Context: an optimization exercise on an open-source flow, tuned for small area, a short achievable clock period and few clock cycles. The choices shown serve that exercise and are no tape-out recipe.
Where RTL was checked, it was by simulation tests only, not by an equivalence proof against the original.
Function not checked in runs 2 and 3: the RTL went through the layout flow alone.

==> flow/design.v (outline; a module is shown in full before it is edited, if it fits) <==
// module complex_unit: 191 lines
// module mul_step: 931 lines
module complex_unit (
    input  logic          cpu_clk_i,
    input  logic          rst_i,
    input  logic          flush_i,
    input  logic          cu_valid_i,
    input  logic [2:0]    cu_opcode_i,
    input  logic [31:0]   cu_operand1_i,
    input  logic [31:0]   cu_operand2_i,
    output logic          busy_o,
    output logic [31:0]   result_o,
    output logic          wb_valid_o
);
  // ...
==> flow/run.sh <==
#!/bin/bash
# synth_recipe.tcl (not shown) runs the flow's synth.tcl, then flattens the netlist and writes it again
# the make line also repeats each setting of config.mk as NAME=value (left out here)
make -C /OpenROAD-flow-scripts/flow DESIGN_CONFIG=/design/flow/config.mk WORK_HOME=/design/flow/orfs CLKGATE_MAP_FILE= SYNTH_SCRIPT=/design/flow/synth_recipe.tcl finish
==> flow/config.mk <==
export PLATFORM = sky130hd
export DESIGN_NAME = complex_unit
export DESIGN_NICKNAME = complex_unit
export VERILOG_FILES = /design/flow/design.v
export SDC_FILE = /design/flow/constraint.sdc
export NUM_CORES = 4
export LEC_CHECK = 0
export CAP_MARGIN = 20
export CORE_MARGIN = 2
export CORE_UTILIZATION = 40
export SETUP_SLACK_MARGIN = 3.25
export SLEW_MARGIN = 20
==> flow/constraint.sdc <==
create_clock -name core_clock -period 10.0 [get_ports {cpu_clk_i}]
set_input_delay 2.0000 -clock core_clock [delete_from_list [all_inputs] [get_ports {cpu_clk_i}]]
set_output_delay 2.0000 -clock core_clock [all_outputs]
set_load 0.01 [all_outputs]
==> notes.md, run 1 <==
Starting Density = 0.405
max-slew violation count = 0
worst-margin pin slew = 1.07 ns
status = complete, no violations
hold depth = 2
fmax = 151 MHz
layer carrying the most global-route usage = met2
pin count of the biggest net entering global routing = 73
Inverters excl. clock = 304
post-synth top area share = 0.216
leading cell type in the layout, fill and taps excluded = nand2_1
crit-path max FO = 8
Max stage delay on crit path = 0.63 ns
pre-CTS setup slack = 1.91 ns
Syn Inst Count = 3,047
DRT iter0 DRCs = 3,037
# port buffers = 104
I/O pin total = 105
non-clk buf share = 0.0809
Routed Antenna Nets = 0
worst rel slew slack = 0.283
skew final = 0.0122 ns
vias per inst = 6.27
Hold Slack = 0.488 ns
share of cells above drive strength 1 = 0.0977
cell with the most instances after synthesis = nand2_1
Crit path required time = 10.29 ns
crit path cell chain = inv_1 -> fa_1 -> inv_1 -> fa_1 -> fa_1 -> fa_1 -> ha_1 -> a21o_1 -> a21o_1 -> a21oi_1 -> o21ai_2 -> a21oi_1 -> o31ai_4 -> nor4_2 -> o41ai_2 -> a21o_1 -> a21oi_1 -> fa_1 -> o21ai_0 -> a221o_1
CP Capture Point = r_p[31]$_DFFE_PP_
largest family of logic cells by synthesized area = adder cells
Synth Area in Compound Gates = 0.201
top layer used by detailed routing = met5
initial antenna violation count = 4
Async S/R FF share, synth = 0
first-pass GRT wire length = 157 mm
Clock buf/inv share = 0.0108
vias in the first global route = 24,258
Testbench counts, summed over its fixed seeds: cycles 12,772.
==> module complex_unit, before the edit <==
module complex_unit (
    input  logic          cpu_clk_i,
    input  logic          rst_i,
    input  logic          flush_i,
    input  logic          cu_valid_i,
    input  logic [2:0]    cu_opcode_i,
    input  logic [31:0]   cu_operand1_i,
    input  logic [31:0]   cu_operand2_i,
    output logic          busy_o,
    output logic [31:0]   result_o,
    output logic          wb_valid_o
);
    localparam logic [2:0] S_IDLE = 3'd0, S_MUL = 3'd1, S_NORM = 3'd2,
                           S_DIV = 3'd3, S_DONE = 3'd4;
    logic [2:0]  r_state;
    logic [32:0] r_p;       
    logic [31:0] r_q;       
    logic [32:0] r_x;       
    logic [4:0]  r_cnt;     
    logic        r_div;     
    logic        r_hi;      
    logic        r_neg;     
    logic        r_rem;     
    function automatic logic [5:0] bitlen(input logic [31:0] v);
        bitlen = 6'd0;
        for (int i = 0; i < 32; i++)
            if (v[i]) bitlen = 6'(i + 1);
    endfunction
    function automatic logic [64:0] bk_add(input logic [63:0] a, input logic [63:0] b,
                                           input logic cin, input int w);
        logic [64:0] g, p, gg, pp;
        logic [64:0] r;
        g = '0; p = '0;
        g[0] = cin; p[0] = 1'b0;
        for (int i = 0; i < w; i++) begin
            g[i+1] = a[i] & b[i];
            p[i+1] = a[i] ^ b[i];
        end
        gg = g; pp = p;
        for (int d = 1; d <= 64; d = d * 2)
            for (int i = 2*d - 1; i <= w; i = i + 2*d) begin
                gg[i] = gg[i] | (pp[i] & gg[i-d]);
                pp[i] = pp[i] & pp[i-d];
            end
        for (int d = 32; d >= 1; d = d / 2)
            for (int i = 3*d - 1; i <= w; i = i + 2*d) begin
                gg[i] = gg[i] | (pp[i] & gg[i-d]);
                pp[i] = pp[i] & pp[i-d];
            end
        r = '0;
        for (int i = 0; i < w; i++) r[i] = p[i+1] ^ gg[i];
        r[w] = gg[w];
        bk_add = r;
    endfunction
    function automatic logic [1:0] bytelen(input logic [31:0] v, input logic s);
        logic [31:0] m;
        m = (s && v[31]) ? ~v : v;
        if (m[31:8] == 24'd0)       bytelen = 2'd0;
        else if (m[31:16] == 16'd0) bytelen = 2'd1;
        else if (m[31:24] == 8'd0)  bytelen = 2'd2;
        else                        bytelen = 2'd3;
    endfunction
    logic        w_busy, w_accept;
    logic        w_is_div, w_sa, w_sb, w_a_neg, w_b_neg, w_swap;
    logic [32:0] w_a_ext, w_b_ext, w_na, w_nb;
    logic [31:0] w_abs_a, w_abs_b;
    logic [32:0] w_mx;
    assign w_busy   = (r_state != S_IDLE) && (r_state != S_DONE);
    assign w_accept = !w_busy && cu_valid_i && !flush_i && !rst_i;
    assign w_is_div = cu_opcode_i[2];
    assign w_sa     = !(cu_opcode_i[0] && (cu_opcode_i[1] || cu_opcode_i[2]));
    assign w_sb     = cu_opcode_i[2] ? !cu_opcode_i[0] : !cu_opcode_i[1];
    assign w_a_neg  = w_sa && cu_operand1_i[31];
    assign w_b_neg  = w_sb && cu_operand2_i[31];
    assign w_a_ext  = {w_a_neg, cu_operand1_i};
    assign w_b_ext  = {w_b_neg, cu_operand2_i};
    logic [64:0] w_na_f, w_nb_f;
    assign w_na_f   = bk_add({31'd0, ~w_a_ext}, 64'd0, 1'b1, 33);
    assign w_nb_f   = bk_add({31'd0, ~w_b_ext}, 64'd0, 1'b1, 33);
    assign w_na     = w_na_f[32:0];
    assign w_nb     = w_nb_f[32:0];
    assign w_abs_a  = w_a_neg ? w_na[31:0] : cu_operand1_i;
    assign w_abs_b  = w_b_neg ? w_nb[31:0] : cu_operand2_i;
    assign w_swap   = bytelen(cu_operand1_i, w_sa) < bytelen(cu_operand2_i, w_sb);
    assign w_mx     = w_swap ? (w_a_neg ? w_nb : w_b_ext) : (w_b_neg ? w_na : w_a_ext);
    function automatic logic [3:0] nlen(input logic [31:0] v);
        nlen = 4'd0;
        for (int i = 0; i < 8; i++)
            if (v[4*i +: 4] != 4'd0) nlen = 4'(i + 1);
    endfunction
    logic w_q0;
    assign w_q0 = nlen(w_abs_a) < nlen(w_abs_b);
    logic [40:0] w_prod;
    mul_step u_mul (.p(r_p), .x(r_x), .d(r_q[7:0]), .s(w_prod));
    logic w_mul_last;
    always_comb begin
        case (r_cnt[1:0])
            2'd0:    w_mul_last = (r_q[31:8] == 24'd0);
            2'd1:    w_mul_last = (r_q[23:8] == 16'd0);
            2'd2:    w_mul_last = (r_q[15:8] == 8'd0);
            default: w_mul_last = 1'b1;
        endcase
    end
    logic [5:0]  w_lp, w_lx, w_j;
    logic        w_x_zero, w_small;
    assign w_lp     = bitlen(r_p[31:0]);
    assign w_lx     = bitlen(r_x[31:0]);
    assign w_j      = w_lp - w_lx;
    assign w_x_zero = (r_x[31:0] == 32'd0);
    assign w_small  = (w_lp < w_lx);
    logic [64:0] w_t1f, w_t2f;
    logic [31:0] w_r1, w_r2;
    logic        w_q1, w_q2;
    assign w_t1f = bk_add({32'd0, r_p[31:0]}, {31'd0, ~r_x}, 1'b1, 33);
    assign w_q1  = w_t1f[33];
    assign w_r1  = w_q1 ? w_t1f[31:0] : r_p[31:0];
    assign w_t2f = bk_add({32'd0, w_r1}, {32'd0, ~r_x[32:1]}, 1'b1, 32);
    assign w_q2  = w_t2f[32];
    assign w_r2  = w_q2 ? w_t2f[31:0] : w_r1;
    always_ff @(posedge cpu_clk_i) begin
        if (rst_i || flush_i) begin
            r_state <= S_IDLE;
        end else if (w_accept) begin
            r_state <= !w_is_div ? S_MUL : (w_q0 ? S_DONE : S_NORM);
        end else begin
            case (r_state)
                S_MUL:  if (w_mul_last) r_state <= S_DONE;
                S_NORM: if (w_x_zero || w_small) r_state <= S_DONE;
                        else r_state <= S_DIV;
                S_DIV:  if (r_cnt == 5'd0) r_state <= S_DONE;
                default: r_state <= S_IDLE;
            endcase
        end
    end
    always_ff @(posedge cpu_clk_i) begin
        if (w_accept) begin
            r_p   <= w_is_div ? {1'b0, w_abs_a} : 33'd0;
            r_x   <= w_is_div ? {1'b0, w_abs_b} : w_mx;
            r_q   <= w_is_div ? 32'd0 : (w_swap ? w_abs_a : w_abs_b);
            r_cnt <= 5'd0;
            r_div <= w_is_div;
            r_hi  <= w_is_div ? cu_opcode_i[1] : (cu_opcode_i[1:0] != 2'b00);
            r_neg <= cu_opcode_i[1] ? w_a_neg : (w_a_neg ^ w_b_neg);
            r_rem <= cu_opcode_i[1];
        end else begin
            case (r_state)
                S_MUL: begin
                    r_p <= w_prod[40:8];
                    r_q <= {w_prod[7:0], r_q[31:8]};
                    if (!w_mul_last) r_cnt <= r_cnt + 5'd1;
                end
                S_NORM: begin
                    r_x   <= r_x << (w_j[4:0] | 5'd1);
                    r_cnt <= w_j[5:1];
                    if (w_x_zero) begin
                        r_q <= 32'hFFFF_FFFF;
                        if (!r_rem) r_neg <= 1'b0;
                    end
                end
                S_DIV: begin
                    r_p   <= {1'b0, w_r2};
                    r_q   <= {r_q[29:0], w_q1, w_q2};
                    r_x   <= {2'b0, r_x[32:2]};
                    r_cnt <= r_cnt - 5'd1;
                end
                default: ;
            endcase
        end
    end
    logic [1:0]  w_sh;
    logic [95:0] w_cat;
    logic [63:0] w_win;
    logic [31:0] w_mres, w_dsel, w_dres;
    assign w_sh   = ~r_cnt[1:0];
    assign w_cat  = {{32{r_p[32]}}, r_p[31:0], r_q};
    assign w_win  = r_hi ? w_cat[95:32] : w_cat[63:0];
    assign w_mres = 32'(w_win >> {w_sh, 3'b000});
    logic [31:0] w_po;
    assign w_dsel = r_rem ? r_p[31:0] : r_q;
    always_comb begin
        w_po = {w_dsel[30:0], 1'b0};
        for (int l = 0; l < 5; l++)
            for (int i = 0; i < 32; i++)
                if ((i >> l) & 1)
                    w_po[i] = w_po[i] | w_po[((i >> l) << l) - 1];
    end
    assign w_dres = w_dsel ^ ({32{r_neg}} & w_po);
    assign busy_o     = w_busy;
    assign wb_valid_o = (r_state == S_DONE) && !flush_i && !rst_i;
    assign result_o   = r_div ? w_dres : w_mres;
endmodule
==> run 2: changes to the inputs <==
--- a/flow/design.v
+++ b/flow/design.v
@@ -6,17 +6,17 @@
     input  logic [2:0]    cu_opcode_i,
     input  logic [31:0]   cu_operand1_i,
     input  logic [31:0]   cu_operand2_i,
     output logic          busy_o,
     output logic [31:0]   result_o,
     output logic          wb_valid_o
 );
     localparam logic [2:0] S_IDLE = 3'd0, S_MUL = 3'd1, S_NORM = 3'd2,
-                           S_DIV = 3'd3, S_DONE = 3'd4;
+                           S_DIV = 3'd3, S_DONE = 3'd4, S_SDIV = 3'd5;
     logic [2:0]  r_state;
     logic [32:0] r_p;       
     logic [31:0] r_q;       
     logic [32:0] r_x;       
     logic [4:0]  r_cnt;     
     logic        r_div;     
     logic        r_hi;      
     logic        r_neg;     
@@ -85,16 +85,39 @@
     assign w_mx     = w_swap ? (w_a_neg ? w_nb : w_b_ext) : (w_b_neg ? w_na : w_a_ext);
     function automatic logic [3:0] nlen(input logic [31:0] v);
         nlen = 4'd0;
         for (int i = 0; i < 8; i++)
             if (v[4*i +: 4] != 4'd0) nlen = 4'(i + 1);
     endfunction
     logic w_q0;
     assign w_q0 = nlen(w_abs_a) < nlen(w_abs_b);
+    logic        w_sdiv;
+    assign w_sdiv = w_is_div && (w_abs_b[31:9] == 23'd0) && (cu_operand2_i != 32'd0)
+                    && (w_abs_a[31:16] != 16'd0);
+    function automatic logic [10:0] sdiv_step(input logic [10:0] v, input logic [8:0] b,
+                                              input logic [10:0] b3);
+        logic [11:0] t1, t2, t3;
+        t1 = {1'b0, v} - {3'b0, b};
+        t2 = {1'b0, v} - {2'b0, b, 1'b0};
+        t3 = {1'b0, v} - {1'b0, b3};
+        if (!t3[11])      sdiv_step = {2'd3, t3[8:0]};
+        else if (!t2[11]) sdiv_step = {2'd2, t2[8:0]};
+        else if (!t1[11]) sdiv_step = {2'd1, t1[8:0]};
+        else              sdiv_step = {2'd0, v[8:0]};
+    endfunction
+    logic [10:0] w_s0, w_s1;
+    logic [3:0]  w_sq;
+    logic [8:0]  w_sr;
+    assign w_s0 = sdiv_step({r_p[8:0], r_q[31:30]}, r_x[8:0], r_x[19:9]);
+    assign w_s1 = sdiv_step({w_s0[8:0], r_q[29:28]}, r_x[8:0], r_x[19:9]);
+    assign w_sq = {w_s0[10:9], w_s1[10:9]};
+    assign w_sr = w_s1[8:0];
+    logic [10:0] w_b3;
+    assign w_b3 = {1'b0, w_abs_b[8:0], 1'b0} + {2'b0, w_abs_b[8:0]};
     logic [40:0] w_prod;
     mul_step u_mul (.p(r_p), .x(r_x), .d(r_q[7:0]), .s(w_prod));
     logic w_mul_last;
     always_comb begin
         case (r_cnt[1:0])
             2'd0:    w_mul_last = (r_q[31:8] == 24'd0);
             2'd1:    w_mul_last = (r_q[23:8] == 16'd0);
             2'd2:    w_mul_last = (r_q[15:8] == 8'd0);
@@ -103,46 +126,56 @@
     end
     logic [5:0]  w_lp, w_lx, w_j;
     logic        w_x_zero, w_small;
     assign w_lp     = bitlen(r_p[31:0]);
     assign w_lx     = bitlen(r_x[31:0]);
     assign w_j      = w_lp - w_lx;
     assign w_x_zero = (r_x[31:0] == 32'd0);
     assign w_small  = (w_lp < w_lx);
-    logic [64:0] w_t1f, w_t2f;
-    logic [31:0] w_r1, w_r2;
-    logic        w_q1, w_q2;
-    assign w_t1f = bk_add({32'd0, r_p[31:0]}, {31'd0, ~r_x}, 1'b1, 33);
-    assign w_q1  = w_t1f[33];
-    assign w_r1  = w_q1 ? w_t1f[31:0] : r_p[31:0];
-    assign w_t2f = bk_add({32'd0, w_r1}, {32'd0, ~r_x[32:1]}, 1'b1, 32);
-    assign w_q2  = w_t2f[32];
-    assign w_r2  = w_q2 ? w_t2f[31:0] : w_r1;
+    logic [34:0] w_ta, w_tb, w_tc;
+    logic        w_a_ok, w_b_ok, w_c_ok, w_q1, w_q2;
+    logic [31:0] w_r2;
+    assign w_ta   = {3'b0, r_p[31:0]} - {2'b0, r_x};
+    assign w_tb   = {3'b0, r_p[31:0]} - {3'b0, r_x[32:1]};
+    assign w_tc   = {3'b0, r_p[31:0]} - {2'b0, r_x} - {3'b0, r_x[32:1]};
+    assign w_a_ok = !w_ta[34];
+    assign w_b_ok = !w_tb[34];
+    assign w_c_ok = !w_tc[34];
+    assign w_q1   = w_a_ok;
+    assign w_q2   = w_a_ok ? w_c_ok : w_b_ok;
+    always_comb begin
+        case ({w_q1, w_q2})
+            2'b11:   w_r2 = w_tc[31:0];
+            2'b10:   w_r2 = w_ta[31:0];
+            2'b01:   w_r2 = w_tb[31:0];
+            default: w_r2 = r_p[31:0];
+        endcase
+    end
     always_ff @(posedge cpu_clk_i) begin
         if (rst_i || flush_i) begin
             r_state <= S_IDLE;
         end else if (w_accept) begin
-            r_state <= !w_is_div ? S_MUL : (w_q0 ? S_DONE : S_NORM);
+            r_state <= !w_is_div ? S_MUL : (w_q0 ? S_DONE : (w_sdiv ? S_SDIV : S_NORM));
         end else begin
             case (r_state)
                 S_MUL:  if (w_mul_last) r_state <= S_DONE;
                 S_NORM: if (w_x_zero || w_small) r_state <= S_DONE;
                         else r_state <= S_DIV;
-                S_DIV:  if (r_cnt == 5'd0) r_state <= S_DONE;
+                S_DIV, S_SDIV: if (r_cnt == 5'd0) r_state <= S_DONE;
                 default: r_state <= S_IDLE;
             endcase
         end
     end
     always_ff @(posedge cpu_clk_i) begin
         if (w_accept) begin
-            r_p   <= w_is_div ? {1'b0, w_abs_a} : 33'd0;
-            r_x   <= w_is_div ? {1'b0, w_abs_b} : w_mx;
-            r_q   <= w_is_div ? 32'd0 : (w_swap ? w_abs_a : w_abs_b);
-            r_cnt <= 5'd0;
+            r_p   <= (w_is_div && !w_sdiv) ? {1'b0, w_abs_a} : 33'd0;
+            r_x   <= w_is_div ? (w_sdiv ? {13'd0, w_b3, w_abs_b[8:0]} : {1'b0, w_abs_b}) : w_mx;
+            r_q   <= w_is_div ? (w_sdiv ? w_abs_a : 32'd0) : (w_swap ? w_abs_a : w_abs_b);
+            r_cnt <= w_sdiv ? 5'd7 : 5'd0;
             r_div <= w_is_div;
             r_hi  <= w_is_div ? cu_opcode_i[1] : (cu_opcode_i[1:0] != 2'b00);
             r_neg <= cu_opcode_i[1] ? w_a_neg : (w_a_neg ^ w_b_neg);
             r_rem <= cu_opcode_i[1];
         end else begin
             case (r_state)
                 S_MUL: begin
                     r_p <= w_prod[40:8];
@@ -152,16 +185,21 @@
                 S_NORM: begin
                     r_x   <= r_x << (w_j[4:0] | 5'd1);
                     r_cnt <= w_j[5:1];
                     if (w_x_zero) begin
                         r_q <= 32'hFFFF_FFFF;
                         if (!r_rem) r_neg <= 1'b0;
                     end
                 end
+                S_SDIV: begin
+                    r_p   <= {24'd0, w_sr};
+                    r_q   <= {r_q[27:0], w_sq};
+                    r_cnt <= r_cnt - 5'd1;
+                end
                 S_DIV: begin
                     r_p   <= {1'b0, w_r2};
                     r_q   <= {r_q[29:0], w_q1, w_q2};
                     r_x   <= {2'b0, r_x[32:2]};
                     r_cnt <= r_cnt - 5'd1;
                 end
                 default: ;
             endcase
@@ -1090,33 +1128,11 @@
     assign t445 = t300 ^ t371 ^ t370;
     assign t446 = (t300 & t371) | (t370 & (t300 ^ t371));
     assign t447 = (x[31] & d[7]) ^ ~(x[32] & d[6]) ^ t372;
     assign t448 = ((x[31] & d[7]) & ~(x[32] & d[6])) | (t372 & ((x[31] & d[7]) ^ ~(x[32] & d[6])));
     logic [40:0] ra, rb;
     assign ra = {1'b1, ~(x[32] & d[7]), t447, t445, t443, t441, t439, t437, t435, t433, t431, t429, t427, t425, t423, t421, t419, t417, t415, t413, t411, t409, t407, t405, t403, t401, t399, t397, t395, t393, t391, t389, t387, t385, t383, t381, t379, t377, t375, p[1], (x[0] & d[0])};
     assign rb = {1'b0, t448, t446, t444, t442, t440, t438, t436, t434, t432, t430, t428, t426, t424, t422, t420, t418, t416, t414, t412, t410, t408, t406, t404, t402, t400, t398, t396, t394, t392, t390, t388, t386, t384, t382, t380, t378, t376, t374, t373, p[0]};
     logic [41:0] sum;
-    assign sum = bk_add41(ra, rb, 1'b0);
+    assign sum = {1'b0, ra} + {1'b0, rb};
     assign s = sum[40:0];
-    function automatic logic [41:0] bk_add41(input logic [40:0] a, input logic [40:0] b,
-                                             input logic cin);
-        logic [41:0] g, p, gg, pp;
-        g[0] = cin; p[0] = 1'b0;
-        for (int i = 0; i < 41; i++) begin
-            g[i+1] = a[i] & b[i];
-            p[i+1] = a[i] ^ b[i];
-        end
-        gg = g; pp = p;
-        for (int d = 1; d <= 41; d = d * 2)
-            for (int i = 2*d - 1; i <= 41; i = i + 2*d) begin
-                gg[i] = gg[i] | (pp[i] & gg[i-d]);
-                pp[i] = pp[i] & pp[i-d];
-            end
-        for (int d = 64; d >= 1; d = d / 2)
-            for (int i = 3*d - 1; i <= 41; i = i + 2*d) begin
-                gg[i] = gg[i] | (pp[i] & gg[i-d]);
-                pp[i] = pp[i] & pp[i-d];
-            end
-        for (int i = 0; i < 41; i++) bk_add41[i] = p[i+1] ^ gg[i];
-        bk_add41[41] = gg[41];
-    endfunction
 endmodule
==> flow/config.mk (replaced) <==
export PLATFORM = sky130hd
export DESIGN_NAME = complex_unit
export DESIGN_NICKNAME = complex_unit
export VERILOG_FILES = /design/flow/design.v
export SDC_FILE = /design/flow/constraint.sdc
export NUM_CORES = 4
export LEC_CHECK = 0
export CAP_MARGIN = 20
export CORE_MARGIN = 2
export CORE_UTILIZATION = 50
export SETUP_SLACK_MARGIN = 4
export SLEW_MARGIN = 20
==> run 2 against run 1 <==
Still clean. Cell count up 28%. Setup slack gained 0.30 ns. Die area decreased by 0.95%. Synthesized area grew 24%. Routed wire length grew 40%. Critical path depth unchanged. First-iteration DRC count increased by 58%. Non-clock buffer count rose by 169. Clock skew up 0.0080 ns. Global-route usage rose by 12 points. Largest cell class unchanged. Highest routed layer unchanged.
==> notes.md, run 2 <==
crit-path max FO = 18 (+10)
Worst Setup Start Kind = register
CP delay by family, top = adder cells
post-synthesis sequential area ratio = 0.106
Async S/R FF share, synth = 0 (unchanged)
crit path cell chain = buf_12 -> buf_8 -> buf_6 -> and2_1 -> fa_1 -> fa_1 -> fa_1 -> inv_1 -> fa_1 -> inv_1 -> ha_1 -> a21o_1 -> a21o_1 -> a21oi_1 -> o31ai_2 -> a21oi_4 -> a21oi_2 -> xnor2_1 -> o22ai_1 -> a311o_1
# port buffers = 104 (unchanged)
pin count of the biggest net entering global routing = 78 (+6.8%)
Finished Cell Area = 0.0377 mm^2
Avg WL per Cell = 29.8 um
final weighted congestion in routability-driven placement = 1.07
Reg clk slew, reported paths = 0.10 ns
Syn Inst Count = 4,032 (+32%)
Fillers = 5,671
Yosys reg bits = 110
Die ar. = 0.0640 mm^2
Main synth FF type = edfxtp_1
reg2reg end = r_p[18]$_DFFE_PP_
Clock Path Buffers = 2
CP arrival = 6.46 ns
DR DRC count = 0
leading cell type in the layout, fill and taps excluded = inv_1
GRT Overall Usage = 0.453
die height = 253 um
Clk Latency, worst-skew pair = 0.39 ns
CP Capture Point = r_p[18]$_DFFE_PP_
# hold bufs at CTS = 0
pre-CTS setup slack = 1.88 ns (-0.0267 ns)
vias in the first global route = 30,784 (+27%)
DRT Wirelength = 150 mm
multi-input logic area = 0.0273 mm^2
initial antenna violation count = 7 (+3)
crit share post-route = 0.631
reg-to-reg slack, setup = 3.69 ns
number of cells on the critical path = 20
leading area contributor after synthesis = fa_1
status = complete, no violations
biggest regs = r_p: 33 flops, r_x: 33 flops, r_q: 32 flops
shortest period the worst path allows = 6.31 ns
Syn. warnings = 1
DRT iter0 DRCs = 4,789 (+58%)
Synth top cells by count = inv_1 (447), nand2_1 (391), nor2_1 (305), ha_1 (250), a21oi_1 (248)
post-route setup TNS = 0 ns
register area = 0.00327 mm^2
H-tree lvl count = 3
Routed Antenna Nets = 0 (unchanged)
Final setup viols = 0
syn avg cell area = 7.69 um^2
Num CTS Buffers = 9
FF-to-FF Start = r_q[1]$_DFFE_PP_
Pre-antenna DRT Iters = 8
Final Hold Fails = 0
DP Wirelength = 110 mm
Starting Density = 0.504 (+0.0992)
max-slew violation count = 0 (unchanged)
fmax = 159 MHz (+4.7%)
max_cap viols = 0
core footprint = 0.0615 mm^2
Buffers & Inverters on Critical Path = 5
post-synthesis net count = 4,583
via count = 33,690
root buffer cell = clkbuf_16
share of cells above drive strength 1 = 0.162 (+0.0641)
Setup crit start = r_q[1]$_DFFE_PP_
Crit path required time = 10.15 ns (-0.14 ns)
Synth area leaders = fa_1 (15%), edfxtp_1 (10%), ha_1 (10%)
CTS tree = done
post-synth top area share = 0.149 (-0.0673)
most frequent cells in the layout = inv_1 (433), nand2_1 (385), nor2_1 (280), buf_4 (236), ha_1 (235)
Post-synth EDFFs = 107
I/O pin total = 105 (unchanged)
worst rel slew slack = 0.184 (-0.0993)
clk sink count = 110
first-pass GRT wire length = 211 mm (+35%)
RSZ-0062 raised after global routing = yes
Core Rows = 91
Hold/Removal Path Class = reg -> reg
area delta synth->final = 21.5%
Setup crit end kind = register
FF-to-FF path depth = 20
worst-margin pin slew = 1.19 ns (+0.125 ns)
skew final = 0.0202 ns (+0.00802 ns)
cell with the most instances after synthesis = inv_1
Synth cell types = 85
vias per inst = 6.70 (+6.7%)
most frequent CP cell = fa_1
total gr overflow = 0
area post-placement = 0.0330 mm^2
critical path type = reg -> reg
Max stage delay on crit path = 0.93 ns (+0.30 ns)
post-synth design cell area = 0.0310 mm^2
number of nets in the layout = 4,786
Worst path slowest cell = xnor2_1
final worst slack = 3.69 ns
die width = 253 um
==> run 2: worst min-delay path by stage <==
stage	startpoint	to	slack [ns]	cells past startpoint
after floorplan	r_state[1]$_SDFFE_PP0P_	r_state[2]$_SDFFE_PP0P_	0.66	3
after global placement	r_x[10]$_DFFE_PP_	r_x[8]$_DFFE_PP_	0.67	2
after detailed placement	r_x[31]$_DFFE_PP_	r_x[29]$_DFFE_PP_	0.71	3
after CTS	r_x[31]$_DFFE_PP_	r_x[29]$_DFFE_PP_	0.72	3
after global routing	r_x[31]$_DFFE_PP_	r_x[29]$_DFFE_PP_	0.76	3
final	r_x[31]$_DFFE_PP_	r_x[29]$_DFFE_PP_	0.72	3
==> run 2: area by class of cell <==
type | instances | share of cell area
Tap cell | 790 | 0.0262
Sequential cell | 110 | 0.0869
Multi-Input combinational cell | 3249 | 0.725
Antenna cell | 2 | 0.000133
Clock inverter | 7 | 0.00219
Timing Repair Buffer | 414 | 0.107
Clock buffer | 9 | 0.00598
Inverter | 451 | 0.0461
==> run 2: logic make-up (layout without fill, tap and decap cells) <==
logic type | count (synthesis) | in the layout | share of synthesized area
simple gates | 1226 | 1236 | 0.187
compound gates | 1100 | 1100 | 0.237
buf+inv | 683 | 881 | 0.0845
fa+ha+maj | 480 | 480 | 0.249
xor+xnor | 246 | 246 | 0.0695
mux | 187 | 187 | 0.0665
flops | 110 | 110 | 0.106
other cells | 0 | 2 | 0
==> run 2: repair_timing <==
action | in CTS | in global routing
cloned | 11 | 9
resized for setup | 270 | 262
endpoints found under the setup margin | 122 | 109
endpoints found under the hold margin | 0 | 0
pin swaps | 53 | 79
buffers inserted | 104 | 84
==> run 2: worst min-delay path: cells and delay by family, from the launching register on <==
kind | cells | cell delay (ns)
AOI/OAI and AO/OA | 3 | 0.24
DFF | 1 | 0.38
==> run 2: layer usage <==
layer  GRT usage  routed length (um)
met5           0                  40
met3       0.121               19800
met2       0.633               58700
met4       0.334               14100
met1       0.598               57100
==> run 2: through the flow <==
step | hold WS (ns) | utilization | std cells
after floorplan | 0.661 | - | 4032
after global placement | 0.672 | 0.537 | 4803
after detailed placement | 0.709 | 0.537 | 4803
after CTS | 0.716 | 0.579 | 4934
after global routing | 0.759 | 0.613 | 5030
final | 0.723 | 0.613 | 5032
==> run 3: changes to the inputs <==
--- a/flow/design.v
+++ b/flow/design.v
@@ -11,10 +11,9 @@
     output logic          wb_valid_o
 );
-    localparam logic [2:0] S_IDLE = 3'd0, S_MUL = 3'd1, S_NORM = 3'd2,
-                           S_DIV = 3'd3, S_DONE = 3'd4, S_SDIV = 3'd5;
-    logic [2:0]  r_state;
+    localparam logic [1:0] S_IDLE = 2'd0, S_MUL = 2'd1, S_DIV = 2'd2, S_DONE = 2'd3;
+    logic [1:0]  r_state;
     logic [32:0] r_p;       
     logic [31:0] r_q;       
-    logic [32:0] r_x;       
+    logic [34:0] r_x;       
     logic [4:0]  r_cnt;     
     logic        r_div;     
@@ -22,7 +21,7 @@
     logic        r_neg;     
     logic        r_rem;     
-    function automatic logic [5:0] bitlen(input logic [31:0] v);
+    function automatic logic [5:0] bitlen(input logic [32:0] v);
         bitlen = 6'd0;
-        for (int i = 0; i < 32; i++)
+        for (int i = 0; i < 33; i++)
             if (v[i]) bitlen = 6'(i + 1);
     endfunction
@@ -84,36 +83,15 @@
     assign w_swap   = bytelen(cu_operand1_i, w_sa) < bytelen(cu_operand2_i, w_sb);
     assign w_mx     = w_swap ? (w_a_neg ? w_nb : w_b_ext) : (w_b_neg ? w_na : w_a_ext);
-    function automatic logic [3:0] nlen(input logic [31:0] v);
-        nlen = 4'd0;
-        for (int i = 0; i < 8; i++)
-            if (v[4*i +: 4] != 4'd0) nlen = 4'(i + 1);
-    endfunction
-    logic w_q0;
-    assign w_q0 = nlen(w_abs_a) < nlen(w_abs_b);
-    logic        w_sdiv;
-    assign w_sdiv = w_is_div && (w_abs_b[31:9] == 23'd0) && (cu_operand2_i != 32'd0)
-                    && (w_abs_a[31:16] != 16'd0);
-    function automatic logic [10:0] sdiv_step(input logic [10:0] v, input logic [8:0] b,
-                                              input logic [10:0] b3);
-        logic [11:0] t1, t2, t3;
-        t1 = {1'b0, v} - {3'b0, b};
-        t2 = {1'b0, v} - {2'b0, b, 1'b0};
-        t3 = {1'b0, v} - {1'b0, b3};
-        if (!t3[11])      sdiv_step = {2'd3, t3[8:0]};
-        else if (!t2[11]) sdiv_step = {2'd2, t2[8:0]};
-        else if (!t1[11]) sdiv_step = {2'd1, t1[8:0]};
-        else              sdiv_step = {2'd0, v[8:0]};
-    endfunction
-    logic [10:0] w_s0, w_s1;
-    logic [3:0]  w_sq;
-    logic [8:0]  w_sr;
-    assign w_s0 = sdiv_step({r_p[8:0], r_q[31:30]}, r_x[8:0], r_x[19:9]);
-    assign w_s1 = sdiv_step({w_s0[8:0], r_q[29:28]}, r_x[8:0], r_x[19:9]);
-    assign w_sq = {w_s0[10:9], w_s1[10:9]};
-    assign w_sr = w_s1[8:0];
-    logic [10:0] w_b3;
-    assign w_b3 = {1'b0, w_abs_b[8:0], 1'b0} + {2'b0, w_abs_b[8:0]};
+    logic [5:0]  w_lpe, w_lxe, w_j;
+    logic        w_small, w_b_zero;
+    logic [34:0] w_xal;
+    assign w_lpe    = bitlen(w_a_neg ? {~cu_operand1_i, 1'b1} : {1'b0, cu_operand1_i});
+    assign w_lxe    = bitlen({1'b0, w_b_neg ? ~cu_operand2_i : cu_operand2_i});
+    assign w_small  = (w_lpe < w_lxe);
+    assign w_j      = w_lpe - w_lxe;
+    assign w_b_zero = (cu_operand2_i == 32'd0);
+    assign w_xal    = {3'b0, w_abs_b} << (w_j | 6'd1);
     logic [40:0] w_prod;
-    mul_step u_mul (.p(r_p), .x(r_x), .d(r_q[7:0]), .s(w_prod));
+    mul_step u_mul (.p(r_p), .x(r_x[32:0]), .d(r_q[7:0]), .s(w_prod));
     logic w_mul_last;
     always_comb begin
@@ -125,20 +103,13 @@
         endcase
     end
-    logic [5:0]  w_lp, w_lx, w_j;
-    logic        w_x_zero, w_small;
-    assign w_lp     = bitlen(r_p[31:0]);
-    assign w_lx     = bitlen(r_x[31:0]);
-    assign w_j      = w_lp - w_lx;
-    assign w_x_zero = (r_x[31:0] == 32'd0);
-    assign w_small  = (w_lp < w_lx);
-    logic [34:0] w_ta, w_tb, w_tc;
+    logic [36:0] w_ta, w_tb, w_tc;
     logic        w_a_ok, w_b_ok, w_c_ok, w_q1, w_q2;
     logic [31:0] w_r2;
-    assign w_ta   = {3'b0, r_p[31:0]} - {2'b0, r_x};
-    assign w_tb   = {3'b0, r_p[31:0]} - {3'b0, r_x[32:1]};
-    assign w_tc   = {3'b0, r_p[31:0]} - {2'b0, r_x} - {3'b0, r_x[32:1]};
-    assign w_a_ok = !w_ta[34];
-    assign w_b_ok = !w_tb[34];
-    assign w_c_ok = !w_tc[34];
+    assign w_ta   = {5'b0, r_p[31:0]} - {2'b0, r_x};
+    assign w_tb   = {5'b0, r_p[31:0]} - {3'b0, r_x[34:1]};
+    assign w_tc   = {5'b0, r_p[31:0]} - {2'b0, r_x} - {3'b0, r_x[34:1]};
+    assign w_a_ok = !w_ta[36];
+    assign w_b_ok = !w_tb[36];
+    assign w_c_ok = !w_tc[36];
     assign w_q1   = w_a_ok;
     assign w_q2   = w_a_ok ? w_c_ok : w_b_ok;
@@ -155,11 +126,9 @@
             r_state <= S_IDLE;
         end else if (w_accept) begin
-            r_state <= !w_is_div ? S_MUL : (w_q0 ? S_DONE : (w_sdiv ? S_SDIV : S_NORM));
+            r_state <= !w_is_div ? S_MUL : ((w_b_zero || w_small) ? S_DONE : S_DIV);
         end else begin
             case (r_state)
                 S_MUL:  if (w_mul_last) r_state <= S_DONE;
-                S_NORM: if (w_x_zero || w_small) r_state <= S_DONE;
-                        else r_state <= S_DIV;
-                S_DIV, S_SDIV: if (r_cnt == 5'd0) r_state <= S_DONE;
+                S_DIV:  if (r_cnt == 5'd0) r_state <= S_DONE;
                 default: r_state <= S_IDLE;
             endcase
@@ -168,11 +137,11 @@
     always_ff @(posedge cpu_clk_i) begin
         if (w_accept) begin
-            r_p   <= (w_is_div && !w_sdiv) ? {1'b0, w_abs_a} : 33'd0;
-            r_x   <= w_is_div ? (w_sdiv ? {13'd0, w_b3, w_abs_b[8:0]} : {1'b0, w_abs_b}) : w_mx;
-            r_q   <= w_is_div ? (w_sdiv ? w_abs_a : 32'd0) : (w_swap ? w_abs_a : w_abs_b);
-            r_cnt <= w_sdiv ? 5'd7 : 5'd0;
+            r_p   <= w_is_div ? {1'b0, w_abs_a} : 33'd0;
+            r_x   <= w_is_div ? w_xal : {{2{w_mx[32]}}, w_mx};
+            r_q   <= w_is_div ? {32{w_b_zero}} : (w_swap ? w_abs_a : w_abs_b);
+            r_cnt <= w_is_div ? w_j[5:1] : 5'd0;
             r_div <= w_is_div;
             r_hi  <= w_is_div ? cu_opcode_i[1] : (cu_opcode_i[1:0] != 2'b00);
-            r_neg <= cu_opcode_i[1] ? w_a_neg : (w_a_neg ^ w_b_neg);
+            r_neg <= cu_opcode_i[1] ? w_a_neg : (w_a_neg ^ w_b_neg) && !w_b_zero;
             r_rem <= cu_opcode_i[1];
         end else begin
@@ -183,21 +152,8 @@
                     if (!w_mul_last) r_cnt <= r_cnt + 5'd1;
                 end
-                S_NORM: begin
-                    r_x   <= r_x << (w_j[4:0] | 5'd1);
-                    r_cnt <= w_j[5:1];
-                    if (w_x_zero) begin
-                        r_q <= 32'hFFFF_FFFF;
-                        if (!r_rem) r_neg <= 1'b0;
-                    end
-                end
-                S_SDIV: begin
-                    r_p   <= {24'd0, w_sr};
-                    r_q   <= {r_q[27:0], w_sq};
-                    r_cnt <= r_cnt - 5'd1;
-                end
                 S_DIV: begin
                     r_p   <= {1'b0, w_r2};
                     r_q   <= {r_q[29:0], w_q1, w_q2};
-                    r_x   <= {2'b0, r_x[32:2]};
+                    r_x   <= {2'b0, r_x[34:2]};
                     r_cnt <= r_cnt - 5'd1;
                 end
==> run 3 against run 2 <==
Still clean on timing, DRC and antenna. Via count shrank 7.9%. Final area shrank 11%. Synthesized area shrank 8.0%. Flip-flop and latch count grew 1. Die area shrank 7.9%. Sequential share of layout area grew 1.2 points. Routed wire length shrank 11%. Core utilization shrank 1.7 points. Setup slack gained 0.22 ns. Critical path depth shrank 1. Largest cell class unchanged. Highest routed layer unchanged.
==> notes.md, run 3 <==
Routed Antenna Nets = 0 (unchanged)
pre-CTS setup slack = 1.51 ns (-0.370 ns)
max reg flops = 35
shortest period the worst path allows = 6.09 ns (-0.220 ns)
Core Rows = 87 (-4.4%)
Syn. warnings = 1 (unchanged)
DRT Wirelength = 133 mm (-11%)
CTS tree = done
worst rel slew slack = 0.236 (+0.0524)
clk sink count = 111 (+0.91%)
number of cells on the critical path = 19 (-5.0%)
RSZ-0062 raised after global routing = yes
cell with the most instances after synthesis = inv_1
post-route setup TNS = 0 ns (unchanged)
post-synthesis sequential area ratio = 0.116 (+0.0106)
first-pass GRT wire length = 191 mm (-9.4%)
skew final = 0.0164 ns (-0.00377 ns)
CP delay by family, top = adder cells
Final Hold Fails = 0 (unchanged)
leading cell type in the layout, fill and taps excluded = inv_1
reg-to-reg slack, setup = 3.91 ns (+0.22 ns)
final weighted congestion in routability-driven placement = 1.08 (+0.47%)
Clock Path Buffers = 2 (unchanged)
critical path type = reg -> reg
Starting Density = 0.506 (+0.00158)
share of cells above drive strength 1 = 0.136 (-0.0260)
max_cap viols = 0 (unchanged)
Async S/R FF share, synth = 0 (unchanged)
Main synth FF type = edfxtp_1
Synth top cells by count = inv_1 (437), nand2_1 (399), nor2_1 (305), a21oi_1 (265), fa_1 (223)
H-tree lvl count = 3 (unchanged)
worst-margin pin slew = 1.13 ns (-0.0565 ns)
post-synthesis net count = 4,264 (-7.0%)
post-synth design cell area = 0.0285 mm^2 (-8.0%)
Hold/Removal Path Class = reg -> reg
pin count of the biggest net entering global routing = 80 (+2.6%)
DR DRC count = 0 (unchanged)
Synth area leaders = fa_1 (16%), edfxtp_1 (11%), ha_1 (8.2%)
DP Wirelength = 101 mm (-8.5%)
vias in the first global route = 29,369 (-4.6%)
syn avg cell area = 7.54 um^2 (-1.9%)
number of nets in the layout = 4,394 (-8.2%)
most frequent CP cell = fa_1
I/O pin total = 105 (unchanged)
Worst path slowest cell = o21ai_0
total gr overflow = 0 (unchanged)
crit share post-route = 0.609 (-0.0220)
Avg WL per Cell = 28.5 um (-4.3%)
Worst Setup Start Kind = register
biggest regs = r_x: 35 flops, r_p: 33 flops, r_q: 32 flops
Die ar. = 0.0590 mm^2 (-7.9%)
crit path cell chain = buf_4 -> buf_4 -> nand2_1 -> fa_1 -> inv_1 -> fa_1 -> fa_1 -> fa_1 -> ha_2 -> nand2_1 -> nor3_2 -> a221o_1 -> o21ai_2 -> nor2_1 -> and4_1 -> nor2_1 -> xnor2_1 -> o21ai_0 -> o22ai_1
GRT Overall Usage = 0.433 (-0.0197)
die width = 243 um (-4.0%)
Fillers = 5,196 (-8.4%)
Setup crit end kind = register
root buffer cell = clkbuf_16
Final setup viols = 0 (unchanged)
Crit path required time = 10.06 ns (-0.09 ns)
Buffers & Inverters on Critical Path = 3 (-2)
initial antenna violation count = 12 (+5)
hold depth = 2 (-1)
via count = 31,026 (-7.9%)
vias per inst = 6.64 (-0.87%)
# port buffers = 104 (unchanged)
Reg with most FFs = r_x
leading area contributor after synthesis = fa_1
die height = 243 um (-4.0%)
Num CTS Buffers = 9 (unchanged)
DRT iter0 DRCs = 3,974 (-17%)
Final Core Density = 0.595 (-0.0174)
core footprint = 0.0564 mm^2 (-8.3%)
Syn Inst Count = 3,782 (-6.2%)
crit-path max FO = 10 (-8)
max-slew violation count = 0 (unchanged)
CP arrival = 6.14 ns (-0.32 ns)
FF-to-FF path depth = 19 (-5.0%)
final worst slack = 3.91 ns (+0.220 ns)
area delta synth->final = 17.7%
# hold bufs at CTS = 0 (unchanged)
Clk Latency, worst-skew pair = 0.38 ns (about the same)
most frequent cells in the layout = inv_1 (427), nand2_1 (393), nor2_1 (296), a21oi_1 (244), fa_1 (220)
fmax = 164 MHz (+3.6%)
Reg clk slew, reported paths = 0.08 ns (-0.02 ns)
post-synth top area share = 0.157 (+0.00800)
Synth cell types = 94 (+11%)
Yosys reg bits = 111 (+0.91%)
status = complete, no violations
Pre-antenna DRT Iters = 8 (unchanged)
Post-synth EDFFs = 109 (+1.9%)
Max stage delay on crit path = 0.78 ns (-0.15 ns)
[run 3: changes by cell type after synthesis, sizes merged, moves of 20 or more]
cell	delta
ha	-62
o221ai	-59
mux2i	-51
o21ai	-46
a211oi	+27
a21o	-25
xor2	-22
a222oi	-20
and3	-20
[run 3: cells by family after synthesis]
family | after synthesis | share of synthesized area
DFF | 111 | 0.116
buffers and inverters | 694 | 0.0939
adders and majority gates | 411 | 0.239
muxes | 133 | 0.0517
xor gates and xnor gates | 216 | 0.0663
AOI/OAI and AO/OA | 1032 | 0.238
and+or+nand+nor | 1185 | 0.195
[run 3: path summary, 6_finish.rpt]
path / from / endpoint
max: r_x[1]$_DFFE_PP_ / r_p[11]$_DFFE_PP_
min: r_state[1]$_SDFFE_PP0P_ / r_state[1]$_SDFFE_PP0P_
max reg2reg: r_x[1]$_DFFE_PP_ / r_p[11]$_DFFE_PP_
min reg2reg: r_state[1]$_SDFFE_PP0P_ / r_state[1]$_SDFFE_PP0P_
[run 3: tightest hold or removal path: cells and delay by family (launching register included)]
family                 cells  cell delay (ns)
flip-flops                 1             0.34
AO/OA/AOI/OAI              1             0.09
buffers and inverters      1             0.08
[run 3: what timing repair did]
| item | CTS | global route |
|---|---|---|
| setup buffers | 120 | 70 |
| setup endpoints to repair | 116 | 77 |
| gates cloned | 9 | 7 |
| gates resized for setup | 214 | 222 |
| pin swaps | 29 | 87 |
[run 3: layout make-up]
cell class,count,area [um^2],area share
multi-input cells,2981,23700,0.706
repair buffers,367,3620,0.108
flip-flops and latches,111,3310,0.0987
inverters,442,1690,0.0504
well taps,756,946,0.0282
clock buffers,12,236,0.00704
clock inverters,4,37.5,0.00112
diodes,2,5.00,0.000149
[run 3: metrics by stage]
step,cells,hold slack (ns),area (um^2)
global placement,4450,0.538,30100
detailed placement,4450,0.554,30100
CTS,4595,0.564,32100
global route,4673,0.613,33600
floorplan,3782,0.501,28600
finish,4675,0.568,33600
[run 3: layer usage]
metal,vias to the layer above,GRT usage,part of all wire
met3,505,0.0979,0.12
met2,2141,0.649,0.42
li1,13436,-,-
met4,8,0.277,0.079
met5,-,0,0.00041
met1,14936,0.564,0.38

## static timing again, ports no longer ideal
In the flow no input, the clock included, has a driving cell. The finished layouts below were timed again as built, in two steps. Step 1 sets driving cells, clkbuf_16 on the clock port and buf_2 on the other inputs (assumed; they add their load-dependent delay and slew). Step 2 also shifts input and output timing later by t, the mid clock arrival at the registers, as if the neighbouring blocks saw the same clock. a / b / c = ideal / step 1 / step 2; a / b = the first two.
| run | shift t [ns] | setup slack, ns | slew at the worst register clock pin (ns) |
|---|---|---|---|
| run 1 | 0.454 | 3.393 / 3.366 / 3.061 | 0.09 / 0.09 |
| run 2 | 0.439 | 3.692 / 3.692 / 3.375 | 0.10 / 0.10 |
| run 3 | 0.421 | 3.912 / 3.912 / 3.524 | 0.09 / 0.09 |
After both steps every run listed still meets setup and hold. For run 3, which loses most, drivers alone change the setup slack by 0.000 ns; drivers and shift together by -0.388 ns.
